Context: an optimization exercise on an open-source flow, tuned for small area and a short achievable clock period. The choices shown serve that exercise and are no tape-out recipe.
Only simulation tests tie the RTL to the original design; equivalence was not proved.

==> exp/harbor <==
Design fm_receiver, start of the top module:
module fm_receiver #(
  parameter int FRAME_LEN = 16
) (
  input  logic        ap_clk,
  input  logic        ap_rst_n,
  input  logic        ap_start,
  output logic        ap_done,
  output logic        ap_idle,
  output logic        ap_ready,
  input  logic [31:0] iq_in_V_TDATA,
  input  logic        iq_in_V_TVALID,
  output logic        iq_in_V_TREADY,
  output logic [31:0] audio_out_V_TDATA,
  output logic        audio_out_V_TVALID,
  input  logic        audio_out_V_TREADY,
  output logic [3:0]  led_out_V,
  input  logic [5:0]  s_axi_API_AWADDR,
  input  logic        s_axi_API_AWVALID,
  output logic        s_axi_API_AWREADY,
  input  logic [31:0] s_axi_API_WDATA,
  input  logic        s_axi_API_WVALID,
  output logic        s_axi_API_WREADY,
  output logic [1:0]  s_axi_API_BRESP,
  output logic        s_axi_API_BVALID,
  input  logic        s_axi_API_BREADY,
  input  logic [5:0]  s_axi_API_ARADDR,
  input  logic        s_axi_API_ARVALID,
  output logic        s_axi_API_ARREADY,
  output logic [31:0] s_axi_API_RDATA,
  output logic [1:0]  s_axi_API_RRESP,
  output logic        s_axi_API_RVALID,
  input  logic        s_axi_API_RREADY
);
  localparam int CW = $clog2(FRAME_LEN + 1);
  localparam logic [CW-1:0] LEN_C  = CW'(FRAME_LEN);
  typedef enum logic [1:0] {S_IDLE, S_RUN, S_DONE} state_t;
  state_t state, state_nxt;
  logic   start, frame_end, running;
  logic [CW-1:0]      in_cnt;
  logic [15:0]        prev_i, prev_q, cur_i, cur_q;
  logic [32:0]        cs_p;
  logic [31:0]        cs_g;
  logic [4:0]         out_shift;
  logic               out_mute, out_new, out_any, out_zero;
  logic               sat_hit, out_keep;
  logic [16:0]        ov_mask;
  logic [15:0]        sample;
  logic               in_acc, out_hs;
  logic               out_vld;
  logic               sat_held, sat_sticky, done_sticky;
  logic [31:0]        sample_count;
  logic [4:0]  shift;
  logic        mute;
  logic [3:0]  led_val;
  logic        led_ovr;
  logic        wr_acc, rd_acc;
  ...
==> flow/config.mk <==
export PLATFORM = sky130hd
export DESIGN_NAME = fm_receiver
export DESIGN_NICKNAME = fm_receiver
export VERILOG_FILES = /design/flow/design.v
export SDC_FILE = /design/flow/constraint.sdc
export NUM_CORES = 4
export LEC_CHECK = 0
export CAP_MARGIN = 20
export CORE_MARGIN = 2
export CORE_UTILIZATION = 55
export PLACE_DENSITY = 0.6
export SETUP_SLACK_MARGIN = 5
export SLEW_MARGIN = 20
export SYNTH_HIERARCHICAL = 1
==> flow/constraint.sdc <==
create_clock -name core_clock -period 11.0 [get_ports {ap_clk}]
set_input_delay 2.2000 -clock core_clock [delete_from_list [all_inputs] [get_ports {ap_clk}]]
set_output_delay 2.2000 -clock core_clock [all_outputs]
set_load 0.01 [all_outputs]
standard.sh (not shown) runs the stock make flow with config.mk's settings and CLKGATE_MAP_FILE= SYNTH_SCRIPT=/design/flow/synth_recipe.tcl, a recipe that flattens the netlist after the stock synthesis.
==> flow/flow/run.sh <==
#!/bin/bash
# The standard layout, with the ports buffered by plain buffers instead of the delay cells
# buffer_ports picks by default.
set -euo pipefail
bash standard.sh BUFFER_PORTS_ARGS="-buffer_cell sky130_fd_sc_hd__buf_2" finish > flow_standard.log 2>&1
==> exp/juniper (differences from exp/harbor) <==
- CAP_MARGIN: 20 -> 5
- CORE_UTILIZATION: 55 -> 60
- PLACE_DENSITY: 0.6 -> 0.72
- SLEW_MARGIN: 20 -> 5
==> metrics.csv <==
stage;metric;value;unit
run_status;outcome;no timing/DRC/antenna violations;
layout;ANT cells;0;
timing;Slew @ Worst Pin;1.07;ns
placement;dpl cells;2670;
die;die height;199;microns
drt;vias per std cell;6.11;
worst_setup_path;FF-to-FF End;cs_p[16];
drt;Via Count;16664;
timing;Max-slew headroom;28.6;%
worst_setup_path;R2R Path Start;prev_i[7];
drt;DR iter-0 viols;1379;
global_route;vias in the first global route;16591;
die;initial core utilization;55.7;%
# the run above: exp/harbor

==> metrics.csv <==
stage;metric;value;unit
layout;ANT cells;1;
drt;DR iter-0 viols;1481;
min_path;hold path startpoint;prev_i[9];
global_route;vias in the first global route;17085;
die;initial core utilization;60.8;%
worst_setup_path;FF-to-FF End;cs_p[17];
run_status;outcome;no timing/DRC/antenna violations;
worst_setup_path;R2R Path Start;prev_i[1];
layout;post-route cell area;23400;sq um
timing;Max-slew headroom;15.5;%
drt;vias per std cell;6.29;
placement;dpl cells;2616;
timing;Slew @ Worst Pin;1.27;ns
# the run above: exp/juniper



==> run a: inputs <==
Starting RTL as in the previous note.
==> flow/design.v (excerpt) <==
module fm_receiver #(
  parameter int FRAME_LEN = 16
) (
  input  logic        ap_clk,
  input  logic        ap_rst_n,
  input  logic        ap_start,
  output logic        ap_done,
  output logic        ap_idle,
  output logic        ap_ready,
  input  logic [31:0] iq_in_V_TDATA,
  input  logic        iq_in_V_TVALID,
  output logic        iq_in_V_TREADY,
  output logic [31:0] audio_out_V_TDATA,
  output logic        audio_out_V_TVALID,
  input  logic        audio_out_V_TREADY,
  output logic [3:0]  led_out_V,
  input  logic [5:0]  s_axi_API_AWADDR,
  input  logic        s_axi_API_AWVALID,
  output logic        s_axi_API_AWREADY,
  input  logic [31:0] s_axi_API_WDATA,
  input  logic        s_axi_API_WVALID,
  output logic        s_axi_API_WREADY,
  output logic [1:0]  s_axi_API_BRESP,
  output logic        s_axi_API_BVALID,
  input  logic        s_axi_API_BREADY,
  input  logic [5:0]  s_axi_API_ARADDR,
  input  logic        s_axi_API_ARVALID,
  output logic        s_axi_API_ARREADY,
  output logic [31:0] s_axi_API_RDATA,
  output logic [1:0]  s_axi_API_RRESP,
  output logic        s_axi_API_RVALID,
  input  logic        s_axi_API_RREADY
);
==> flow/config.mk <==
export PLATFORM = sky130hd
export DESIGN_NAME = fm_receiver
export DESIGN_NICKNAME = fm_receiver
export VERILOG_FILES = /design/flow/design.v
export SDC_FILE = /design/flow/constraint.sdc
export NUM_CORES = 4
export LEC_CHECK = 0
export CAP_MARGIN = 20
export CORE_MARGIN = 2
export CORE_UTILIZATION = 60
export PLACE_DENSITY = 0.72
export SETUP_SLACK_MARGIN = 5
export SLEW_MARGIN = 20
export SYNTH_HIERARCHICAL = 1
==> flow/constraint.sdc <==
create_clock -name core_clock -period 11.0 [get_ports {ap_clk}]
set_input_delay 2.2000 -clock core_clock [delete_from_list [all_inputs] [get_ports {ap_clk}]]
set_output_delay 2.2000 -clock core_clock [all_outputs]
set_load 0.01 [all_outputs]
Scripts as last shown in full above: flow/flow/run.sh
==> inputs of run b, as changes to run a <==
--- a/flow/config.mk
+++ b/flow/config.mk
@@ -8,6 +8,6 @@
 export CAP_MARGIN = 20
 export CORE_MARGIN = 2
-export CORE_UTILIZATION = 60
-export PLACE_DENSITY = 0.72
+export CORE_UTILIZATION = 70
+export PLACE_DENSITY = 0.82
 export SETUP_SLACK_MARGIN = 5
 export SLEW_MARGIN = 20
==> inputs of run c, as changes to run a <==
==> flow/flow/run.sh (replaced) <==
#!/bin/bash
# The standard layout, with the ports buffered by plain buffers instead of the delay cells
# buffer_ports picks by default.
set -euo pipefail
bash standard.sh BUFFER_PORTS_ARGS="-buffer_cell sky130_fd_sc_hd__buf_2" SETUP_SLACK_MARGIN=5.5 finish > flow_standard.log 2>&1
--- a/flow/config.mk
+++ b/flow/config.mk
@@ -10,5 +10,4 @@
 export CORE_UTILIZATION = 60
 export PLACE_DENSITY = 0.72
-export SETUP_SLACK_MARGIN = 5
 export SLEW_MARGIN = 20
 export SYNTH_HIERARCHICAL = 1
==> run summary <==
item	run a	run c	run b
Run status	no timing/DRC/antenna violations	no timing/DRC/antenna violations	no timing/DRC/antenna violations
Global Route met2 Usage	56.8%	60.6%	66.4%
Crit path launch	iq_in_V_TDATA[22]	cs_p[13]$_DFFE_PP_	iq_in_V_TDATA[25]
Horizontal extent of the die	191 um	191 um	177 um
Worst path slowest cell	sky130_fd_sc_hd__fa_1	sky130_fd_sc_hd__edfxtp_1	sky130_fd_sc_hd__fa_1
Data required time of the worst path	11.20 ns	8.80 ns	11.18 ns
Std cell rows	68	68	63
Buffers plus inverters on the worst setup path	1	4	1
Grt met3 use	7.84%	7.01%	10.7%
Detailed-route wire length per cell	23.2 um	24.1 um	24.2 um
Number of filler instances in the final layout	2755	2441	2011
Setup slack on the worst flop-to-flop path	5.66 ns	5.52 ns	5.42 ns
Setup CP Type	primary input to register	register to output pin	primary input to register
CP max stage delay	0.51 ns	0.43 ns	0.57 ns
Antenna Cells	1	0	0
Final clock skew	0.0226 ns	0.0152 ns	0.0288 ns
Critical Path Sink Type	register	output pin	register
Count of non-filler cells in the finished layout	2680	2757	2601


==> 08-27: inputs <==
Starting RTL as in the previous note.
==> flow/config.mk <==
export PLATFORM = sky130hd
export DESIGN_NAME = fm_receiver
export DESIGN_NICKNAME = fm_receiver
export VERILOG_FILES = /design/flow/design.v
export SDC_FILE = /design/flow/constraint.sdc
export NUM_CORES = 4
export LEC_CHECK = 0
export CAP_MARGIN = 20
export CORE_MARGIN = 2
export CORE_UTILIZATION = 60
export CTS_CLUSTER_DIAMETER = 150
export CTS_CLUSTER_SIZE = 40
export PLACE_DENSITY = 0.72
export SETUP_SLACK_MARGIN = 5
export SLEW_MARGIN = 20
export SYNTH_HIERARCHICAL = 1
==> flow/constraint.sdc <==
create_clock -name core_clock -period 11.0 [get_ports {ap_clk}]
set_input_delay 2.2000 -clock core_clock [delete_from_list [all_inputs] [get_ports {ap_clk}]]
set_output_delay 2.2000 -clock core_clock [all_outputs]
set_load 0.01 [all_outputs]
==> flow/flow/run.sh <==
#!/bin/bash
# The standard layout, with the ports buffered by plain buffers instead of the delay cells
# buffer_ports picks by default.
set -euo pipefail
bash standard.sh BUFFER_PORTS_ARGS="-buffer_cell sky130_fd_sc_hd__buf_2" finish > flow_standard.log 2>&1
==> 01-02 (differences from 08-27) <==
Settings changed: CORE_UTILIZATION 60 to 40, CTS_CLUSTER_DIAMETER 150 to unset, CTS_CLUSTER_SIZE 40 to unset, PLACE_DENSITY 0.72 to unset, SETUP_SLACK_MARGIN 5 to 4.5.
==> 12-14 (differences from 08-27) <==
Settings changed: CTS_CLUSTER_DIAMETER 150 to unset, CTS_CLUSTER_SIZE 40 to unset, GPL_TIMING_DRIVEN set to 0.
==> run summary <==
Tightest hold margin: 01-02 0.460 ns; 08-27 0.458 ns; 12-14 0.477 ns
Count of buffers not belonging to the clock network in the layout: 01-02 185; 08-27 216; 12-14 266
Least-Margin Pin Slew: 01-02 1.12 ns; 08-27 1.09 ns; 12-14 1.13 ns
Final core occ: 01-02 0.450; 08-27 0.678; 12-14 0.695
CP Data Required Time: 01-02 8.80 ns; 08-27 11.20 ns; 12-14 11.20 ns
Status: 01-02 no timing/DRC/antenna violations; 08-27 no timing/DRC/antenna violations; 12-14 no timing/DRC/antenna violations
Worst-skew pair later-pin latency: 01-02 0.48 ns; 08-27 0.47 ns; 12-14 0.47 ns
Post-layout minimum cycle time: 01-02 6.32 ns; 08-27 5.92 ns; 12-14 5.98 ns
Ant. Diodes: 01-02 0; 08-27 1; 12-14 0
Layout cells sized above 1: 01-02 0.144; 08-27 0.170; 12-14 0.187
Starting utilization of the core area: 01-02 0.407; 08-27 0.608; 12-14 0.608

==> port drivers added, routing unchanged <==
Ports are ideal in the flow. The routed layouts listed here were re-timed in OpenROAD. Step 1 assumes that a clkbuf_16 drives the clock port and a buf_2 every other input. Step 2 also shifts input and output timing later by t, the mid clock arrival at the registers, as if the neighbouring blocks saw the same clock. Slacks: ideal / step 1 / step 2; pairs: ideal / step 1.
run | t, ns | setup slack, ns | worst data-port slew with drivers (ns)
exp/harbor | 0.522 | 5.023 / 5.056 / 4.533 | 0.07
exp/juniper | 0.508 | 5.055 / 5.090 / 4.582 | 0.08
run a | 0.512 | 5.083 / 5.109 / 4.608 | 0.08
run b | 0.494 | 5.047 / 5.054 / 4.585 | 0.07
run c | 0.503 | 5.245 / 5.191 / 4.769 | 0.19
08-27 | 0.512 | 5.083 / 5.109 / 4.608 | 0.08
01-02 | 0.528 | 4.676 / 4.622 / 4.511 | 0.04
12-14 | 0.512 | 5.024 / 5.061 / 4.548 | 0.07
After both steps setup and hold are still met in every run listed. The setup slack of exp/harbor, which loses most, moves by +0.033 ns with the drivers and by -0.490 ns with both steps.
